Background: an optimization exercise with open tools, aiming at a short achievable clock period and few clock cycles per item. Do not read the settings as production practice.
Function was checked by simulation only, so behaviour that the tests miss may differ from the original.
The flow treats the clock pin as an ideal source, which a real chip does not have.
Power is estimated from default activity; no workload was simulated.

<file path="design/flow/standard.sh">
#!/bin/bash
# synth_recipe.tcl (not shown) runs the flow's synth.tcl, then flattens the netlist and writes it again
# the make line also repeats each setting of config.mk as NAME=value (left out here)
make -C /OpenROAD-flow-scripts/flow DESIGN_CONFIG=/design/flow/config.mk WORK_HOME=/design/flow/orfs CLKGATE_MAP_FILE= SYNTH_SCRIPT=/design/flow/synth_recipe.tcl "${@:-finish}"
</file>
<file path="design/flow/config.mk">
export PLATFORM = sky130hd
export DESIGN_NAME = page_swap_slot_manager
export DESIGN_NICKNAME = page_swap_slot_manager
export VERILOG_FILES = /design/flow/design.v
export SDC_FILE = /design/flow/constraint.sdc
export NUM_CORES = 4
export LEC_CHECK = 0
export CAP_MARGIN = 30
export CORE_MARGIN = 2
export CORE_UTILIZATION = 55
export PLACE_DENSITY = 0.7
export SETUP_SLACK_MARGIN = 3.3
export SLEW_MARGIN = 20
export SYNTH_HIERARCHICAL = 1
</file>
<file path="design/flow/constraint.sdc">
create_clock -name core_clock -period 5.0 [get_ports {clk}]
set_input_delay 1.0000 -clock core_clock [delete_from_list [all_inputs] [get_ports {clk}]]
set_output_delay 1.0000 -clock core_clock [all_outputs]
set_load 0.01 [all_outputs]
</file>
<file path="design/flow/design.v">
package pssm_pkg;
  localparam int PAGE_W  = 6;
  localparam int FRAME_W = 5;
  localparam int LOC_W   = 6;
  localparam int OUT_W   = 6;
  localparam int NUM_PAGES  = 64;
  localparam int SWAP_SLOTS = 64;
  localparam int SLOT_W     = $clog2(SWAP_SLOTS);
  localparam int GROUP_W    = 16;
  localparam int SUB_W      = 4;
  localparam int NUM_GROUPS = NUM_PAGES / GROUP_W;
  localparam int NUM_SUBS   = GROUP_W / SUB_W;
  localparam int GRP_W      = $clog2(NUM_GROUPS);
  localparam int POS_W      = $clog2(GROUP_W);
  localparam int SUBPOS_W   = $clog2(SUB_W);
  localparam int SUBIDX_W   = $clog2(NUM_SUBS);
  localparam int K_W        = $clog2(NUM_GROUPS + 1);
  typedef logic [1:0] opcode_t;
  localparam opcode_t OP_FIND     = 2'd0;
  localparam opcode_t OP_SWAP_OUT = 2'd1;
  localparam opcode_t OP_SWAP_IN  = 2'd2;
  localparam opcode_t OP_LOAD     = 2'd3;
  typedef logic [1:0] status_t;
  localparam status_t ST_DONE      = 2'd0;
  localparam status_t ST_NO_VALID  = 2'd1;
  localparam status_t ST_SWAP_FULL = 2'd2;
  typedef struct packed {
    logic [LOC_W-1:0]  location;
    logic [PAGE_W-1:0] vpage;
    logic              dirty;
  } row_t;
  typedef struct packed {
    logic accept;
    logic scan_step;
    logic rd_issue;
    logic exec;
    logic fail;
    logic load_out;
  } cmd_t;
  typedef struct packed {
    opcode_t op;
    logic    scan_hit;
    logic    scan_last;
    logic    out_free;
  } stat_t;
endpackage
module pssm_nand2 (input logic a, input logic b, output logic y);
  assign y = ~(a & b);
endmodule
module pssm_nor2 (input logic a, input logic b, output logic y);
  assign y = ~(a | b);
endmodule
module pssm_nand3 (input logic a, input logic b, input logic c, output logic y);
  assign y = ~(a & b & c);
endmodule
module pssm_a22oi (input logic a1, input logic a2, input logic b1, input logic b2, output logic y);
  assign y = ~((a1 & a2) | (b1 & b2));
endmodule
module pssm_a211oi (input logic a1, input logic a2, input logic b1, input logic c1, output logic y);
  assign y = ~((a1 & a2) | b1 | c1);
endmodule
module pssm_o211ai (input logic a1, input logic a2, input logic b1, input logic c1, output logic y);
  assign y = ~((a1 | a2) & b1 & c1);
endmodule
module pssm_inv (input logic a, output logic y);
  assign y = ~a;
endmodule
module pssm_pfx_or64 (
  input  logic [63:0] x,
  output logic [63:0] y
);
  logic [64*7-1:0] s;
  assign s[63:0] = x;
  for (genvar k = 0; k < 6; k++) begin : g_lvl
    for (genvar i = 0; i < 64; i++) begin : g_bit
      if (i >= (1 << k)) begin : g_op
        if (k % 2 == 0) begin : g_nor
          pssm_nor2 u (.a(s[64*k + i]), .b(s[64*k + i - (1 << k)]), .y(s[64*(k+1) + i]));
        end else begin : g_nand
          pssm_nand2 u (.a(s[64*k + i]), .b(s[64*k + i - (1 << k)]), .y(s[64*(k+1) + i]));
        end
      end else begin : g_pass
        pssm_inv u (.a(s[64*k + i]), .y(s[64*(k+1) + i]));
      end
    end
  end
  assign y = s[64*7-1 -: 64];
endmodule
module pssm_pfx_or64_and (
  input  logic [63:0] a,
  input  logic [63:0] b,
  output logic [63:0] y,
  output logic [3:0]  any    
);
  logic [64*6-1:0] s;    
  for (genvar i = 0; i < 64; i++) begin : g_first
    if (i >= 1) begin : g_op
      pssm_a22oi u (.a1(a[i]), .a2(b[i]), .b1(a[i-1]), .b2(b[i-1]), .y(s[i]));
    end else begin : g_pass
      pssm_nand2 u (.a(a[i]), .b(b[i]), .y(s[i]));
    end
  end
  for (genvar k = 1; k < 6; k++) begin : g_lvl
    for (genvar i = 0; i < 64; i++) begin : g_bit
      if (i >= (1 << k)) begin : g_op
        if (k % 2 == 0) begin : g_nor
          pssm_nor2 u (.a(s[64*(k-1) + i]), .b(s[64*(k-1) + i - (1 << k)]), .y(s[64*k + i]));
        end else begin : g_nand
          pssm_nand2 u (.a(s[64*(k-1) + i]), .b(s[64*(k-1) + i - (1 << k)]), .y(s[64*k + i]));
        end
      end else begin : g_pass
        pssm_inv u (.a(s[64*(k-1) + i]), .y(s[64*k + i]));
      end
    end
  end
  assign y = s[64*6-1 -: 64];
  for (genvar c = 0; c < 4; c++) begin : g_any
    pssm_nand2 u (.a(s[64*4 + 63]), .b(s[64*4 + 31]), .y(any[c]));
  end
endmodule
module pssm_pfx_and64 (
  input  logic [63:0] x,
  output logic [63:0] y
);
  logic [64*7-1:0] s;
  assign s[63:0] = x;
  for (genvar k = 0; k < 6; k++) begin : g_lvl
    for (genvar i = 0; i < 64; i++) begin : g_bit
      if (i >= (1 << k)) begin : g_op
        if (k % 2 == 0) begin : g_nand
          pssm_nand2 u (.a(s[64*k + i]), .b(s[64*k + i - (1 << k)]), .y(s[64*(k+1) + i]));
        end else begin : g_nor
          pssm_nor2 u (.a(s[64*k + i]), .b(s[64*k + i - (1 << k)]), .y(s[64*(k+1) + i]));
        end
      end else begin : g_pass
        pssm_inv u (.a(s[64*k + i]), .y(s[64*(k+1) + i]));
      end
    end
  end
  assign y = s[64*7-1 -: 64];
endmodule
module pssm_sel64 (
  input  logic [7:0]  hi,
  input  logic [7:0]  lo,
  input  logic [63:0] d,
  output logic        y_n
);
  logic [127:0] s;    
  for (genvar i = 0; i < 64; i++) begin : g_leaf
    pssm_nand3 u (.a(hi[i / 8]), .b(lo[i % 8]), .c(d[i]), .y(s[64 + i]));
  end
  for (genvar n = 1; n < 64; n++) begin : g_node
    if ((n >= 32) || (n >= 8 && n < 16) || (n >= 2 && n < 4)) begin : g_nand
      pssm_nand2 u (.a(s[2*n]), .b(s[2*n + 1]), .y(s[n]));
    end else begin : g_nor
      pssm_nor2 u (.a(s[2*n]), .b(s[2*n + 1]), .y(s[n]));
    end
  end
  assign y_n = s[1];
endmodule
module pssm_enc64 (
  input  logic [63:0] x,
  output logic [5:0]  y_n
);
  for (genvar b = 0; b < 6; b++) begin : g_bit
    logic [31:0] t;
    logic [63:0] s;    
    for (genvar i = 0; i < 64; i++) begin : g_pick
      if ((i >> b) % 2 == 1) begin : g_on
        assign t[((i >> (b + 1)) << b) | (i % (1 << b))] = x[i];
      end
    end
    assign s[63:32] = t;
    for (genvar n = 1; n < 32; n++) begin : g_node
      if ((n >= 8 && n < 16) || (n >= 2 && n < 4)) begin : g_nand
        pssm_nand2 u (.a(s[2*n]), .b(s[2*n + 1]), .y(s[n]));
      end else begin : g_nor
        pssm_nor2 u (.a(s[2*n]), .b(s[2*n + 1]), .y(s[n]));
      end
    end
    assign y_n[b] = s[1];
  end
endmodule
module pssm_zeros64 (
  input  logic [63:0] x,
  output logic        full_n,
  output logic        one_n
);
  logic [127:0] a;    
  logic [127:0] t;    
  assign a[127:64] = x;
  assign t[127:64] = '1;
  for (genvar n = 1; n < 64; n++) begin : g_node
    if ((n >= 32) || (n >= 8 && n < 16) || (n >= 2 && n < 4)) begin : g_pos
      pssm_nand2   ua (.a(a[2*n]), .b(a[2*n+1]), .y(a[n]));
      pssm_o211ai  ut (.a1(a[2*n]), .a2(a[2*n+1]), .b1(t[2*n]), .c1(t[2*n+1]), .y(t[n]));
    end else begin : g_neg
      pssm_nor2    ua (.a(a[2*n]), .b(a[2*n+1]), .y(a[n]));
      pssm_a211oi  ut (.a1(a[2*n]), .a2(a[2*n+1]), .b1(t[2*n]), .c1(t[2*n+1]), .y(t[n]));
    end
  end
  assign full_n = a[1];
  assign one_n  = t[1];
endmodule
import pssm_pkg::*;
module page_swap_slot_manager (
  input  logic                clk,
  input  logic                rst,
  input  logic                req_valid,
  output logic                req_ready,
  input  logic [1:0]          req_opcode,
  input  logic [PAGE_W-1:0]   req_page_number,
  input  logic [FRAME_W-1:0]  req_frame_number,
  input  logic                req_load_valid,
  output logic                rsp_valid,
  input  logic                rsp_ready,
  output logic [OUT_W-1:0]    rsp_victim_page,
  output logic [OUT_W-1:0]    rsp_swap_slot,
  output logic [1:0]          rsp_status
);
  localparam int CAP = 5;    
  logic                 req_ready_q;       
  logic [CAP-1:0]       flight;            
  logic                 i_valid;
  logic [1:0]           i_op;
  logic [PAGE_W-1:0]    i_page;
  logic [7:0]           i_pg_hi;           
  logic [7:0]           i_pg_lo;           
  logic                 rst_q;             
  logic [FRAME_W-1:0]   i_frame;
  logic                 i_lv;
  assign req_ready = req_ready_q;
  always_ff @(posedge clk) begin
    i_op      <= req_opcode;
    i_page    <= req_page_number;
    i_pg_hi   <= 8'(1) << req_page_number[5:3];
    i_pg_lo   <= 8'(1) << req_page_number[2:0];
    rst_q     <= rst;
    i_frame   <= req_frame_number;
    i_lv      <= req_load_valid;
    i_valid   <= !rst && req_valid && !flight[CAP-1];
  end
  logic [NUM_PAGES-1:0]  entry_valid;      
  logic [SWAP_SLOTS-1:0] slot_used;        
  logic [NUM_PAGES-1:0]  ptr_mask;         
  logic                  full_q;           
  logic                  any_v_q;          
  logic [LOC_W-1:0]      loc [NUM_PAGES];  
  logic                 d_valid;
  logic                 d_find, d_out, d_in, d_load;
  logic [PAGE_W-1:0]    d_page;
  logic [NUM_PAGES-1:0] d_page_oh;
  logic [FRAME_W-1:0]   d_frame;
  logic                 d_lv;
  logic [LOC_W-1:0]     d_l_bin;           
  logic                 d_fwd_out;         
  logic                 d_fwd_fr;          
  logic                  w_valid;          
  logic [1:0]            w_status;
  logic                  w_find_ok;        
  logic                  w_out_ok;         
  logic [SWAP_SLOTS-1:0] w_new_oh;
  logic                  w_in;             
  logic [LOC_W-1:0]      w_l_bin;
  logic                  w_we;             
  logic [PAGE_W-1:0]     w_page;
  logic [FRAME_W-1:0]    w_frame;
  logic [LOC_W-1:0]      w_s_bin;
  logic [LOC_W-1:0]      w_loc;
  logic [LOC_W-1:0]      w_s_bin_n;
  pssm_enc64 u_enc_s (.x(w_new_oh), .y_n(w_s_bin_n));
  assign w_s_bin = ~w_s_bin_n;
  assign w_loc   = w_out_ok ? w_s_bin : LOC_W'(w_frame);
  logic                  x_we;
  logic [PAGE_W-1:0]     x_page;
  logic [LOC_W-1:0]      x_loc;
  logic                  match_d, match_w, match_x;
  logic [NUM_PAGES-1:0]  loc_bits [LOC_W];
  logic [LOC_W-1:0]      rd_n;
  always_comb begin
    for (int b = 0; b < LOC_W; b++)
      for (int j = 0; j < NUM_PAGES; j++) loc_bits[b][j] = loc[j][b];
  end
  for (genvar b = 0; b < LOC_W; b++) begin : g_rd
    pssm_sel64 u_rd (.hi(i_pg_hi), .lo(i_pg_lo), .d(loc_bits[b]), .y_n(rd_n[b]));
  end
  always_comb begin
    match_d = d_valid && (d_page == i_page);
    match_w = w_we && (w_page == i_page);
    match_x = x_we && (x_page == i_page);
  end
  always_ff @(posedge clk) begin
    d_page    <= i_page;
    for (int j = 0; j < NUM_PAGES; j++) d_page_oh[j] <= i_pg_hi[j / 8] && i_pg_lo[j % 8];
    d_frame   <= i_frame;
    d_lv      <= i_lv;
    d_find    <= i_op == OP_FIND;
    d_out     <= i_op == OP_SWAP_OUT;
    d_in      <= i_op == OP_SWAP_IN;
    d_load    <= i_op == OP_LOAD;
    d_fwd_out <= match_d && d_out;
    d_fwd_fr  <= match_d && (d_in || d_load);
    d_l_bin   <= match_w ? w_loc : match_x ? x_loc : ~rd_n;
  end
  logic                  is_find, is_out, is_in, is_load;
  logic [NUM_PAGES-1:0]  pm, pv, ptr_next;
  logic                  any_m, any_v;
  logic [SWAP_SLOTS-1:0] pa, used_out, used_in, new_oh, loc_oh;
  logic                  full, fwd_hit;
  logic [LOC_W-1:0]      l_sel;
  logic                  v_we, v_new;
  logic [3:0]            any_m4;
  pssm_pfx_or64_and u_pm (.a(entry_valid), .b(ptr_mask), .y(pm), .any(any_m4));
  pssm_pfx_or64     u_pv (.x(entry_valid), .y(pv));
  logic others_any;
  assign others_any = |(entry_valid & ~d_page_oh);
  pssm_pfx_and64 u_pa (.x(slot_used), .y(pa));
  logic full_now, one_free;
  pssm_zeros64 u_zeros (.x(slot_used), .full_n(full_now), .one_n(one_free));
  always_comb begin
    is_find = d_valid && d_find;
    is_out  = d_valid && d_out;
    is_in   = d_valid && d_in;
    is_load = d_valid && d_load;
    any_m    = pm[NUM_PAGES-1];
    any_v    = any_v_q;
    for (int i = 0; i < NUM_PAGES; i++)
      ptr_next[i] = pm[i] | (pv[i] & !any_m4[i / 16]);
    full     = full_q;
    used_out = slot_used | {pa[SWAP_SLOTS-2:0], 1'b1};
    new_oh   = ~slot_used & {pa[SWAP_SLOTS-2:0], 1'b1};
    fwd_hit = d_fwd_out && w_out_ok;
    l_sel   = d_fwd_fr ? LOC_W'(w_frame) : d_l_bin;
    loc_oh  = fwd_hit ? w_new_oh : (SWAP_SLOTS'(1) << l_sel);
    used_in = slot_used & ~loc_oh;
    v_we  = is_in || is_load || (is_out && !full);
    v_new = is_in || (is_load && d_lv);
  end
  always_ff @(posedge clk) begin
    if (rst) begin
      d_valid <= 1'b0;
      w_valid <= 1'b0;
      w_we    <= 1'b0;
      x_we    <= 1'b0;
    end else begin
      d_valid <= i_valid;
      w_valid <= d_valid;
      w_we    <= is_in || is_load || (is_out && !full);
      x_we    <= w_we;
    end
  end
  always_ff @(posedge clk) begin
    if (rst_q) begin
      entry_valid <= '0;
      slot_used   <= '0;
      ptr_mask    <= '1;
      full_q      <= 1'b0;
      any_v_q     <= 1'b0;
      for (int i = 0; i < NUM_PAGES; i++) loc[i] <= '0;
    end else begin
      for (int i = 0; i < NUM_PAGES; i++) begin
        if (v_we && d_page_oh[i]) entry_valid[i] <= v_new;
      end
      if (is_find && any_v) ptr_mask <= ptr_next;
      if (v_we) any_v_q <= v_new || others_any;
      full_q <= is_in ? 1'b0 : is_out ? one_free : full_now;
      if (is_out) slot_used <= used_out;
      else if (is_in) slot_used <= used_in;
      for (int i = 0; i < NUM_PAGES; i++)
        if (x_we && x_page == PAGE_W'(i)) loc[i] <= x_loc;
    end
  end
  always_ff @(posedge clk) begin
    w_page    <= d_page;
    w_frame   <= d_frame;
    w_new_oh  <= new_oh;
    w_out_ok  <= is_out && !full;
    w_find_ok <= is_find && any_v;
    w_in      <= is_in;
    w_l_bin   <= fwd_hit ? w_s_bin : l_sel;
    w_status  <= (is_find && !any_v) ? ST_NO_VALID :
                 (is_out && full)    ? ST_SWAP_FULL : ST_DONE;
    x_page    <= w_page;
    x_loc     <= w_loc;
  end
  logic [13:0]          w_rsp;    
  logic [NUM_PAGES-1:0] first;    
  logic [PAGE_W-1:0]    victim_n;
  assign first = ptr_mask & ~{ptr_mask[NUM_PAGES-2:0], 1'b0};
  pssm_enc64 u_enc_v (.x(first), .y_n(victim_n));
  always_comb begin
    w_rsp = {w_find_ok ? OUT_W'(~victim_n) : OUT_W'(0),
             w_out_ok ? OUT_W'(w_s_bin) : w_in ? OUT_W'(w_l_bin) : OUT_W'(0),
             w_status};
  end
  logic [13:0] q_mem [8];
  logic [7:0]  q_rp, q_wp;            
  logic [CAP:0] q_cnt;                
  logic [13:0] at_rp, at_rp1, head0, head1;
  logic        acc, pop, push;
  always_comb begin
    acc    = req_valid && !flight[CAP-1];
    pop    = q_cnt[0] && rsp_ready;
    push   = w_valid;
    at_rp  = '0;
    at_rp1 = '0;
    for (int k = 0; k < 8; k++) begin
      at_rp  = at_rp  | (q_rp[k] ? q_mem[k] : 14'd0);
      at_rp1 = at_rp1 | (q_rp[(k + 7) % 8] ? q_mem[k] : 14'd0);
    end
    head0 = q_cnt[0] ? at_rp  : w_rsp;    
    head1 = q_cnt[1] ? at_rp1 : w_rsp;    
  end
  always_ff @(posedge clk) begin
    if (rst) begin
      q_rp        <= 8'd1;
      q_wp        <= 8'd1;
      q_cnt       <= '0;
      rsp_valid   <= 1'b0;
      flight      <= '0;
      req_ready_q <= 1'b1;
    end else begin
      if (pop)  q_rp <= {q_rp[6:0], q_rp[7]};
      if (push) q_wp <= {q_wp[6:0], q_wp[7]};
      rsp_valid <= push || q_cnt[1] || (q_cnt[0] && !rsp_ready);
      if (push && !pop)      q_cnt <= {q_cnt[CAP-1:0], 1'b1};
      else if (!push && pop) q_cnt <= {1'b0, q_cnt[CAP:1]};
      if (acc && !pop) begin
        flight      <= {flight[CAP-2:0], 1'b1};
        req_ready_q <= !flight[CAP-2];
      end else if (!acc && pop) begin
        flight      <= {1'b0, flight[CAP-1:1]};
        req_ready_q <= 1'b1;
      end else begin
        req_ready_q <= !flight[CAP-1];
      end
    end
  end
  always_ff @(posedge clk) begin
    for (int k = 0; k < 8; k++) if (push && q_wp[k]) q_mem[k] <= w_rsp;
    {rsp_victim_page, rsp_swap_slot, rsp_status} <= pop ? head1 : head0;
  end
endmodule
</file>
<file path="design/flow/flow/run.sh">
#!/bin/bash
# the standard layout, with one addition before clock tree synthesis: each
# flip-flop that drives an output port's buffer is moved next to that buffer
# (flow/place_out.tcl), so the register-to-port wire is short
set -euo pipefail
export PRE_CTS_TCL="$(pwd)/flow/place_out.tcl"
bash standard.sh > standard_flow.log 2>&1
</file>
<file path="design/flow/flow/place_out.tcl">
# move the flip-flops that drive output buffers next to those buffers, then
# legalize; runs in cts.tcl after the placed design is loaded
set block [ord::get_db_block]
set moved 0
foreach bterm [$block getBTerms] {
  if {[$bterm getIoType] ne "OUTPUT"} { continue }
  set net [$bterm getNet]
  if {$net eq "NULL"} { continue }
  set buf ""
  foreach it [$net getITerms] {
    if {[$it isOutputSignal]} { set buf [$it getInst] }
  }
  if {$buf eq ""} { continue }
  set innet ""
  foreach it [$buf getITerms] {
    if {[$it isInputSignal] && [$it getNet] ne "NULL"} { set innet [$it getNet] }
  }
  if {$innet eq ""} { continue }
  set ff ""
  foreach it [$innet getITerms] {
    if {[$it isOutputSignal]} { set ff [$it getInst] }
  }
  if {$ff eq "" || ![[$ff getMaster] isSequential]} { continue }
  set loc [$buf getLocation]
  $ff setLocation [lindex $loc 0] [lindex $loc 1]
  $ff setPlacementStatus PLACED
  incr moved
  puts "place_out: [$ff getName] next to [$buf getName] ([$bterm getName])"
}
puts "place_out: moved $moved flip-flops"
detailed_placement
</file>
==> results of run 1 <==
-- sequential cells by signal, indices dropped and copies added (netlist names), 8 cells and up --
| register | count |
|---|---|
| q_mem | 112 |
| i_pg_lo | 8 |
| entry_valid | 64 |
| q_wp | 8 |
| slot_used | 64 |
| ptr_mask | 64 |
| loc | 384 |
| w_new_oh | 64 |
| d_page_oh | 64 |
| i_pg_hi | 8 |
| q_rp | 8 |
-- routing by layer --
metal / global-route usage [%] / wire length, µm
met1: 46.92 / 68030
met2: 57.20 / 77920
met3: 6.301 / 16210
met4: 18.44 / 9841
met5: 0 / 0
-- area by class of cell --
class | count | area, µm²
Timing Repair Buffer | 372 | 4463
Tap cell | 1144 | 1431
Clock buffer | 145 | 2909
Clock inverter | 32 | 450.4
Inverter | 267 | 1041
Sequential cell | 955 | 20920
Fill cell | 7061 | 26760
Antenna cell | 4 | 10.01
Multi-Input combinational cell | 4699 | 27430
-- cell usage in the layout (no fill, tap or decap), types with 67 or more instances in the layout --
| cell type | count |
|---|---|
| buf_4 | 174 |
| and2_1 | 67 |
| a22oi_1 | 84 |
| nor2b_1 | 124 |
| a22oi_2 | 70 |
| nor2_2 | 241 |
| dfxtp_1 | 581 |
| dfxtp_4 | 142 |
| nand2_1 | 1186 |
| buf_6 | 80 |
| nand3_1 | 652 |
| a21oi_1 | 373 |
| inv_1 | 239 |
| clkbuf_16 | 116 |
| nand2_2 | 124 |
| nor2_4 | 122 |
| dfxtp_2 | 120 |
| nor2_1 | 789 |
| edfxtp_1 | 112 |
| mux2i_1 | 132 |
-- repair_timing --
action,CTS,global route
hold endpoints to repair,0,0
hold buffers,0,0
cloned,27,16
setup buffers,167,75
gates resized for setup,988,600
setup endpoints to repair,816,649
pin swaps,271,271
-- power by group --
| group | internal, mW | switching (mW) | total [mW] |
|---|---|---|---|
| sequential | 7.71 | 0.113 | 7.82 |
| combinational | 0.265 | 0.502 | 0.767 |
| clock | 4.50 | 3.21 | 7.71 |
-- worst min-delay path by stage --
stage                             to  slack, ps
final                     d_frame[3]        320
after floorplan           d_frame[0]        310
after detailed placement  d_frame[4]        310
after global routing      d_frame[1]        330
after global placement    w_frame[0]        310
after CTS                 d_frame[4]        320
==> flow_summary.ini, run 1 <==
[floorplan]
die_h_um = 298.2
die_area_um2 = 88940
ios = 34
die_width_um = 298.2
rows = 107
start_util_pct = 55.74
core_area_um2 = 85410

[placed_design]
place.port_buffers = 33
place.gp.congestion = 1.013
post-place-ws_ps = 1949
dp.cells = 7152
dp_hpwl_um = 101600
place_area_um2 = 47780

[sta]
fin_tns_setup_ps = 0
worst_pin_slew_ps = 1032
timing.final.ws_setup_ps = 2874
fin_crit_ps = 2126
fin_crit_sh_pct = 42.52
finalHoldViolCount = 0
finalSetupViolations = 0
skew_ps = 45.56
hold_ws_ps = 322.5
slew_headroom_pct = 31.21
clock.fmax_mhz = 470.4
rsz0062_at_grt = yes
slew_violations = 0

[layout]
fin_cells = 7618
drive_gt1_share_pct = 26.34
nets = 6415
utilization_pct = 68.67
postLayoutCellArea_um2 = 58660
syn2layout_area_growth_pct = 23.20

[outcome]
status = timing/DRC/antenna clean

[setup_path]
cp_cell_sequence = buf_2
path_max_fanout = 1
critPathSlowestCell = dfxtp_1
critical-path-top-delay-family = flip-flops
cp-endpoint = rsp_victim_page[0]
slowest_delay_ps = 310
cp.buffers_inverters = 1
cp.arrival_ps = 1130
start_kind = flip-flop
r2r_slack_ps = 2920
end_kind = output port
startpoint = rsp_victim_page[0]
reg2reg_to = ptr_mask[4]
path_class = flip-flop to output port
worst-r2r-cell-count = 13
rr_startpoint = ptr_mask[12]
cp.required_ps = 4000
cp.depth = 1

[yosys]
yosysWarnings = 13
synth_cells = 6325
syn_area_um2 = 47610
synth.avg_cell_area_um2 = 7.527

[clock_tree]
cts_buffers = 99
path_clk_slew_ps = 70
cts.sinks = 955
tritoncts = yes
clk_latency_ps = 710

[route]
vias = 46265
first_pass_iters = 9
drtIter0Drc = 5396
wl_per_cell_um = 22.58
vias_per_cell = 6.073
detail-route-antenna-nets = 0
route.detailed.drc = 0
finalWirelength_um = 172000

[power_and_ir_drop]
vdd_ir_drop_max_mv = 0.2918
p_per_area_nw_per_um2 = 277.9
leakage_nw = 23.91
power_mw = 16.30

[hold_path]
holdCritPathClass = flip-flop to flip-flop
min_from = i_frame[3]
hold_depth = 0

[grt]
grt_overflow = 0
grt_max_degree = 185
grt_pass1_wl_um = 251400
antenna_found_initial = 3
grt_pass1_vias = 42807
track_usage_pct = 35.97

[job]
maxCapViolations = 0
Testbench counts, summed over its fixed seeds: cycles 12,032, items 12,000.
==> run 2, diff against run 1 <==
--- a/design/flow/design.v
+++ b/design/flow/design.v
@@ -67,7 +67,8 @@
 endmodule
 module pssm_pfx_or64 (
   input  logic [63:0] x,
-  output logic [63:0] y
+  output logic [63:0] y,
+  output logic [3:0]  any    
 );
   logic [64*7-1:0] s;
   assign s[63:0] = x;
@@ -85,6 +86,9 @@
     end
   end
   assign y = s[64*7-1 -: 64];
+  for (genvar c = 0; c < 4; c++) begin : g_any
+    pssm_nand2 u (.a(s[64*5 + 63]), .b(s[64*5 + 31]), .y(any[c]));
+  end
 endmodule
 module pssm_pfx_or64_and (
   input  logic [63:0] a,
@@ -244,7 +248,6 @@
   logic [SWAP_SLOTS-1:0] slot_used;        
   logic [NUM_PAGES-1:0]  ptr_mask;         
   logic                  full_q;           
-  logic                  any_v_q;          
   logic [LOC_W-1:0]      loc [NUM_PAGES];  
   logic                 d_valid;
   logic                 d_find, d_out, d_in, d_load;
@@ -309,11 +312,9 @@
   logic                  full, fwd_hit;
   logic [LOC_W-1:0]      l_sel;
   logic                  v_we, v_new;
-  logic [3:0]            any_m4;
+  logic [3:0]            any_m4, any_v4;
   pssm_pfx_or64_and u_pm (.a(entry_valid), .b(ptr_mask), .y(pm), .any(any_m4));
-  pssm_pfx_or64     u_pv (.x(entry_valid), .y(pv));
-  logic others_any;
-  assign others_any = |(entry_valid & ~d_page_oh);
+  pssm_pfx_or64     u_pv (.x(entry_valid), .y(pv), .any(any_v4));
   pssm_pfx_and64 u_pa (.x(slot_used), .y(pa));
   logic full_now, one_free;
   pssm_zeros64 u_zeros (.x(slot_used), .full_n(full_now), .one_n(one_free));
@@ -323,9 +324,9 @@
     is_in   = d_valid && d_in;
     is_load = d_valid && d_load;
     any_m    = pm[NUM_PAGES-1];
-    any_v    = any_v_q;
+    any_v    = pv[NUM_PAGES-1];
     for (int i = 0; i < NUM_PAGES; i++)
-      ptr_next[i] = pm[i] | (pv[i] & !any_m4[i / 16]);
+      ptr_next[i] = pm[i] | (pv[i] & !any_m4[i / 16]) | (ptr_mask[i] & !any_v4[i / 16]);
     full     = full_q;
     used_out = slot_used | {pa[SWAP_SLOTS-2:0], 1'b1};
     new_oh   = ~slot_used & {pa[SWAP_SLOTS-2:0], 1'b1};
@@ -355,14 +356,12 @@
       slot_used   <= '0;
       ptr_mask    <= '1;
       full_q      <= 1'b0;
-      any_v_q     <= 1'b0;
       for (int i = 0; i < NUM_PAGES; i++) loc[i] <= '0;
     end else begin
       for (int i = 0; i < NUM_PAGES; i++) begin
         if (v_we && d_page_oh[i]) entry_valid[i] <= v_new;
       end
-      if (is_find && any_v) ptr_mask <= ptr_next;
-      if (v_we) any_v_q <= v_new || others_any;
+      if (is_find) ptr_mask <= ptr_next;
       full_q <= is_in ? 1'b0 : is_out ? one_free : full_now;
       if (is_out) slot_used <= used_out;
       else if (is_in) slot_used <= used_in;
--- a/design/flow/config.mk
+++ b/design/flow/config.mk
@@ -7,8 +7,8 @@
 export LEC_CHECK = 0
 export CAP_MARGIN = 30
 export CORE_MARGIN = 2
-export CORE_UTILIZATION = 55
-export PLACE_DENSITY = 0.7
+export CORE_UTILIZATION = 40
+export PLACE_DENSITY = 0.6
 export SETUP_SLACK_MARGIN = 3.3
 export SLEW_MARGIN = 20
 export SYNTH_HIERARCHICAL = 1
==> run 2 against run 1 <==
Still clean on timing, DRC and antenna. Die area grew 37%. Worst hold slack lost 9.9 ps. Setup slack lost 27 ps. Clock power grew 0.6%. Synthesized cell count shrank 0.22%. Critical path type unchanged. Critical endpoint unchanged. Highest routed layer unchanged.
==> flow_summary.ini, run 2 <==
[outcome]
status = timing/DRC/antenna clean

[placed_design]
dp_hpwl_um = 99790
place.port_buffers = 33
place.gp.congestion = 0.9553

[setup_path]
cp.depth = 1
slowest_delay_ps = 310
worst-r2r-cell-count = 13
path_class = flip-flop to output port
cp.buffers_inverters = 1
cp_cell_sequence = buf_2
critPathSlowestCell = dfxtp_1
end_kind = output port
critical-path-top-delay-family = flip-flops
path_max_fanout = 1
cp.arrival_ps = 1150
start_kind = flip-flop
cp.required_ps = 4000

[floorplan]
die_h_um = 349.5
core_area_um2 = 118200
die_width_um = 349.5
ios = 34
start_util_pct = 40.38
rows = 126
die_area_um2 = 122100

[power_and_ir_drop]
vdd_ir_drop_max_mv = 0.2492
power_mw = 16.39
leakage_nw = 24.61
p_per_area_nw_per_um2 = 273.4

[clock_tree]
cts.sinks = 954
path_clk_slew_ps = 60
clk_latency_ps = 730
cts_hold_buffers = 0
cts_buffers = 102
tritoncts = yes

[layout]
reg_top3 = loc: 384 flops, q_mem: 112 flops
nets = 6420
syn2layout_area_growth_pct = 25.61
drive_gt1_share_pct = 28.01
largest_reg_flops = 384
regMostFlops = loc
utilization_pct = 50.72
final_common_cell = nand2_1
final_cell_mix = nand2_1, nor2_1, nand3_1

[route]
detail-route-antenna-nets = 0
route.detailed.drc = 0
vias_per_cell = 5.590
first_pass_iters = 6
vias = 44884
finalWirelength_um = 169100
drtIter0Drc = 4393
wl_per_cell_um = 21.06

[grt]
antenna_found_initial = 7
grt_pass1_vias = 41497
grt_max_degree = 137
grt_pass1_wl_um = 246500
grt_overflow = 0
track_usage_pct = 25.79

[yosys]
synth.avg_cell_area_um2 = 7.565
synth_cells = 6311
syn_area_um2 = 47740
yosysWarnings = 13

[sta]
worst_pin_slew_ps = 1052
finalHoldViolCount = 0
fin_crit_sh_pct = 43.05
clock.fmax_mhz = 464.5
rsz0062_at_grt = yes
slew_headroom_pct = 29.86
fin_tns_setup_ps = 0
fin_crit_ps = 2153
slew_violations = 0
skew_ps = 51.52
finalSetupViolations = 0

[hold_path]
holdCritPathClass = flip-flop to flip-flop
hold_depth = 0

[job]
maxCapViolations = 0
[run 2: cell count changes in the layout (fill, tap and decap cells not counted), moves of 25 or more]
cell	change
dfxtp_4	+28
nor2_2	-25
a21oi_1	+56
a2111oi_2	+26
o21ai_0	+89
nand2_1	-75
nor2_1	-32
a211oi_2	-31
a22o_1	-41
a221oi_1	-43
nand2_2	+62
[run 2: area by class of cell]
| type | instances | area, µm² |
|---|---|---|
| well taps | 1536 | 1922 |
| multi-input cells | 4693 | 27840 |
| diodes | 5 | 12.51 |
| flip-flops and latches | 954 | 20990 |
| repair buffers | 380 | 4718 |
| inverters | 268 | 1042 |
| clock buffers | 141 | 2922 |
| fillers | 11074 | 58270 |
| clock inverters | 52 | 526.8 |
[run 2: layer usage]
layer	track usage [%]	up-vias	wire length, µm
li1	-	21166	-
met1	35.38	21417	71800
met2	40.87	1862	76570
met3	3.689	439	13270
met4	10.09	0	7420
met5	0	-	0
[run 2: path summary, 6_finish.rpt]
path	startpoint	end	slack [ps]
max	rsp_victim_page[0]	rsp_victim_page[0]	2850
min	d_frame[3]	w_frame[3]	310
max reg2reg	entry_valid[44]	ptr_mask[60]	2880
min reg2reg	d_frame[3]	w_frame[3]	310
[run 2: power by group]
| group | leakage (nW) | internal (mW) | switching [mW] |
|---|---|---|---|
| sequential | 8.15 | 7.68 | 0.0826 |
| clock | 1.69 | 4.39 | 3.38 |
| combinational | 14.8 | 0.299 | 0.562 |
[run 2: per-stage QoR]
stage	std cells	hold WS, ps	setup slack [ps]	instance area [µm²]
after global routing	8024	317.1	2799	59950
after floorplan	6374	309.6	3159	48130
final	8029	312.6	2847	59970
after detailed placement	7541	312.1	2103	48250
after CTS	7914	305.1	2796	56290
after global placement	7531	312.1	2082	48070
[run 2: timing repair]
item	in CTS	in global routing
gates resized for setup	1013	722
gates cloned	19	24
pin swaps	193	314
hold endpoints to repair	0	0
setup buffers	161	86
endpoints found under the setup margin	845	592
Testbench counts of run 2, summed over its fixed seeds: cycles 12,032, items 12,000.
==> run 3, diff against run 2 <==
--- a/design/flow/design.v
+++ b/design/flow/design.v
@@ -223,8 +223,7 @@
   output logic [1:0]          rsp_status
 );
   localparam int CAP = 5;    
-  logic                 req_ready_q;       
-  logic [CAP-1:0]       flight;            
+  logic                 req_ready_q;
   logic                 i_valid;
   logic [1:0]           i_op;
   logic [PAGE_W-1:0]    i_page;
@@ -242,7 +241,7 @@
     rst_q     <= rst;
     i_frame   <= req_frame_number;
     i_lv      <= req_load_valid;
-    i_valid   <= !rst && req_valid && !flight[CAP-1];
+    i_valid   <= !rst && req_valid && req_ready_q;
   end
   logic [NUM_PAGES-1:0]  entry_valid;      
   logic [SWAP_SLOTS-1:0] slot_used;        
@@ -395,11 +394,12 @@
   logic [13:0] q_mem [8];
   logic [7:0]  q_rp, q_wp;            
   logic [CAP:0] q_cnt;                
+  logic [CAP-1:0] flight;             
   logic [13:0] at_rp, at_rp1, head0, head1;
   logic        acc, pop, push;
   always_comb begin
-    acc    = req_valid && !flight[CAP-1];
-    pop    = q_cnt[0] && rsp_ready;
+    acc    = req_valid && req_ready_q;
+    pop    = rsp_valid && rsp_ready;
     push   = w_valid;
     at_rp  = '0;
     at_rp1 = '0;
@@ -410,18 +410,17 @@
     head0 = q_cnt[0] ? at_rp  : w_rsp;    
     head1 = q_cnt[1] ? at_rp1 : w_rsp;    
   end
+  assign rsp_valid = q_cnt[0];
   always_ff @(posedge clk) begin
     if (rst) begin
       q_rp        <= 8'd1;
       q_wp        <= 8'd1;
       q_cnt       <= '0;
-      rsp_valid   <= 1'b0;
       flight      <= '0;
       req_ready_q <= 1'b1;
     end else begin
       if (pop)  q_rp <= {q_rp[6:0], q_rp[7]};
       if (push) q_wp <= {q_wp[6:0], q_wp[7]};
-      rsp_valid <= push || q_cnt[1] || (q_cnt[0] && !rsp_ready);
       if (push && !pop)      q_cnt <= {q_cnt[CAP-1:0], 1'b1};
       else if (!push && pop) q_cnt <= {1'b0, q_cnt[CAP:1]};
       if (acc && !pop) begin
==> run 3 against run 2 <==
Via count is 0.82% higher. Synthesized cell count shrank 0.38%. Core utilization up 0.15 points. Non-clock buffer count grew 19. Cell area hardly changed. Synthesized area shrank 0.56%. Clock power grew 5.0%. Routed wire length up 1.4%. Sequential power about the same. Clock skew shrank 33 ps. Combinational power down 0.7%. Critical path type unchanged. Largest power group is now the clock network. Highest routed layer unchanged.
==> flow_summary.ini, run 3 <==
[layout]
syn2layout_area_growth_pct = 26.35
drive_gt1_share_pct = 27.31
largest_reg_flops = 384
reg_top3 = loc: 384 flops, q_mem: 112 flops
final_common_cell = nand2_1
fin_cells = 8018
postLayoutCellArea_um2 = 59980
final_cell_mix = nand2_1, nor2_1, nand3_1
fillers = 11003
regMostFlops = loc
nets = 6411

[grt]
grt_overflow = 0
grt_pass1_wl_um = 250000
grt_max_degree = 139
antenna_found_initial = 1
track_usage_pct = 26.23
grt_pass1_vias = 41503

[setup_path]
critical-path-top-delay-family = flip-flops
cp_cell_sequence = buf_12, buf_6
r2r_slack_ps = 2920
cp.arrival_ps = 1250
start_kind = flip-flop
cp.buffers_inverters = 2
path_max_fanout = 2
slowest_delay_ps = 330
critPathSlowestCell = dfxtp_2
path_class = flip-flop to output port
end_kind = output port
cp.required_ps = 4000

[sta]
rsz0062_at_grt = yes
fin_crit_sh_pct = 45.05
finalSetupViolations = 0
clock.fmax_mhz = 444.0
fin_tns_setup_ps = 0
finalHoldViolCount = 0
worst_pin_slew_ps = 1069
slew_violations = 0
hold_ws_ps = 319.2
slew_headroom_pct = 28.71
skew_ps = 18.77
fin_crit_ps = 2252

[yosys]
synth.avg_cell_area_um2 = 7.551
synth_cells = 6287
yosysWarnings = 13
syn_area_um2 = 47470

[floorplan]
core_area_um2 = 117900
die_width_um = 348.5
die_h_um = 348.5
die_area_um2 = 121500
ios = 34
rows = 126
start_util_pct = 40.26

[outcome]
status = timing/DRC/antenna clean

[route]
wl_per_cell_um = 21.37
vias = 45252
first_pass_iters = 8
drtIter0Drc = 4963
vias_per_cell = 5.644
detail-route-antenna-nets = 0
route.detailed.drc = 0
finalWirelength_um = 171400

[power_and_ir_drop]
vdd_ir_drop_max_mv = 0.2858
leakage_nw = 23.81
p_per_area_nw_per_um2 = 279.9

[job]
maxCapViolations = 0

[hold_path]
holdCritPathClass = flip-flop to flip-flop

[placed_design]
dp.cells = 7501
place_area_um2 = 48060
place.port_buffers = 33
place.gp.congestion = 0.9639
dp_hpwl_um = 100500

[clock_tree]
cts.sinks = 953
cts_buffers = 105
path_clk_slew_ps = 60
cts_hold_buffers = 0
tritoncts = yes
clk_latency_ps = 700
-- run 3: where the power goes --
part           switching, mW  total [mW]  internal, mW
Combinational          0.545       0.854         0.309
Clock                   3.43        8.15          4.72
Sequential             0.113        7.79          7.68
Total                   4.09        16.8          12.7
-- run 3: through the flow --
| step | total power, mW | setup slack (ps) | util [%] |
|---|---|---|---|
| after floorplan | 8.366 | 3017 | - |
| after global placement | 8.537 | 1980 | 40.60 |
| after detailed placement | 8.546 | 1949 | 40.76 |
| after CTS | 16.78 | 2708 | 47.79 |
| after global routing | 17.23 | 2717 | 50.86 |
| final | 16.79 | 2748 | 50.87 |
-- run 3: worst paths after layout --
check | endpoint | start | depth (start not counted)
max | rsp_valid | q_cnt[0] | 2
min | d_frame[0] | i_frame[0] | 0
min reg2reg | d_frame[0] | i_frame[0] | 0
max reg2reg | ptr_mask[10] | entry_valid[57] | 13
-- run 3: repair_timing --
item | CTS | global route
gates cloned | 22 | 20
pin swaps | 143 | 263
gates resized for setup | 958 | 688
endpoints found under the hold margin | 0 | 0
endpoints found under the setup margin | 837 | 557
setup buffers | 190 | 83
-- run 3: metal layers --
| metal | vias up | global-route usage, % | share of wire, % |
|---|---|---|---|
| li1 | 21187 | - | - |
| met1 | 21777 | 36.79 | 44 |
| met2 | 1923 | 41.14 | 45 |
| met3 | 365 | 3.896 | 7.7 |
| met4 | 0 | 8.788 | 3.9 |
| met5 | - | 0 | 0 |
-- run 3: final cells by class --
| class | count | area, µm² | share of cell area (%) |
|---|---|---|---|
| Antenna cell | 2 | 5.005 | 0.008344 |
| Clock buffer | 140 | 3009 | 5.017 |
| Clock inverter | 57 | 624.3 | 1.041 |
| Inverter | 271 | 1035 | 1.725 |
| Multi-Input combinational cell | 4660 | 27640 | 46.08 |
| Sequential cell | 953 | 20950 | 34.92 |
| Tap cell | 1536 | 1922 | 3.204 |
| Timing Repair Buffer | 399 | 4800 | 8.002 |
Testbench counts of run 3, summed over its fixed seeds: cycles 12,032, items 12,000.

[what the ideal ports hide]
The results above use ideal ports. As a check the final layouts listed here were re-extracted and re-timed, cells and wires unchanged.
Step 1 (the two cells are an assumption about what drives the block):
set clk [get_ports {clk}]
set_driving_cell -lib_cell sky130_fd_sc_hd__clkbuf_16 $clk
set_driving_cell -lib_cell sky130_fd_sc_hd__buf_2 [delete_from_list [all_inputs] $clk]
Step 2 also shifts input and output timing later by t, the mid clock arrival at the registers, as if the neighbouring blocks saw the same clock.
Three values: no drivers, after step 1, after step 2; two values: the first two.
run	shift t [ns]	slack for setup (ns)	worst slew at a driven data input, ns	pins driven straight from the clock port
run 1	0.756	2.874 / 2.801 / 2.641	0.11	1
run 2	0.780	2.847 / 2.775 / 2.510	0.18	1
run 3	0.766	2.748 / 2.675 / 2.636	0.14	1
After both steps every run listed still meets setup and hold. The setup slack of run 2, which loses most, moves by -0.072 ns with the drivers and by -0.337 ns with both steps.
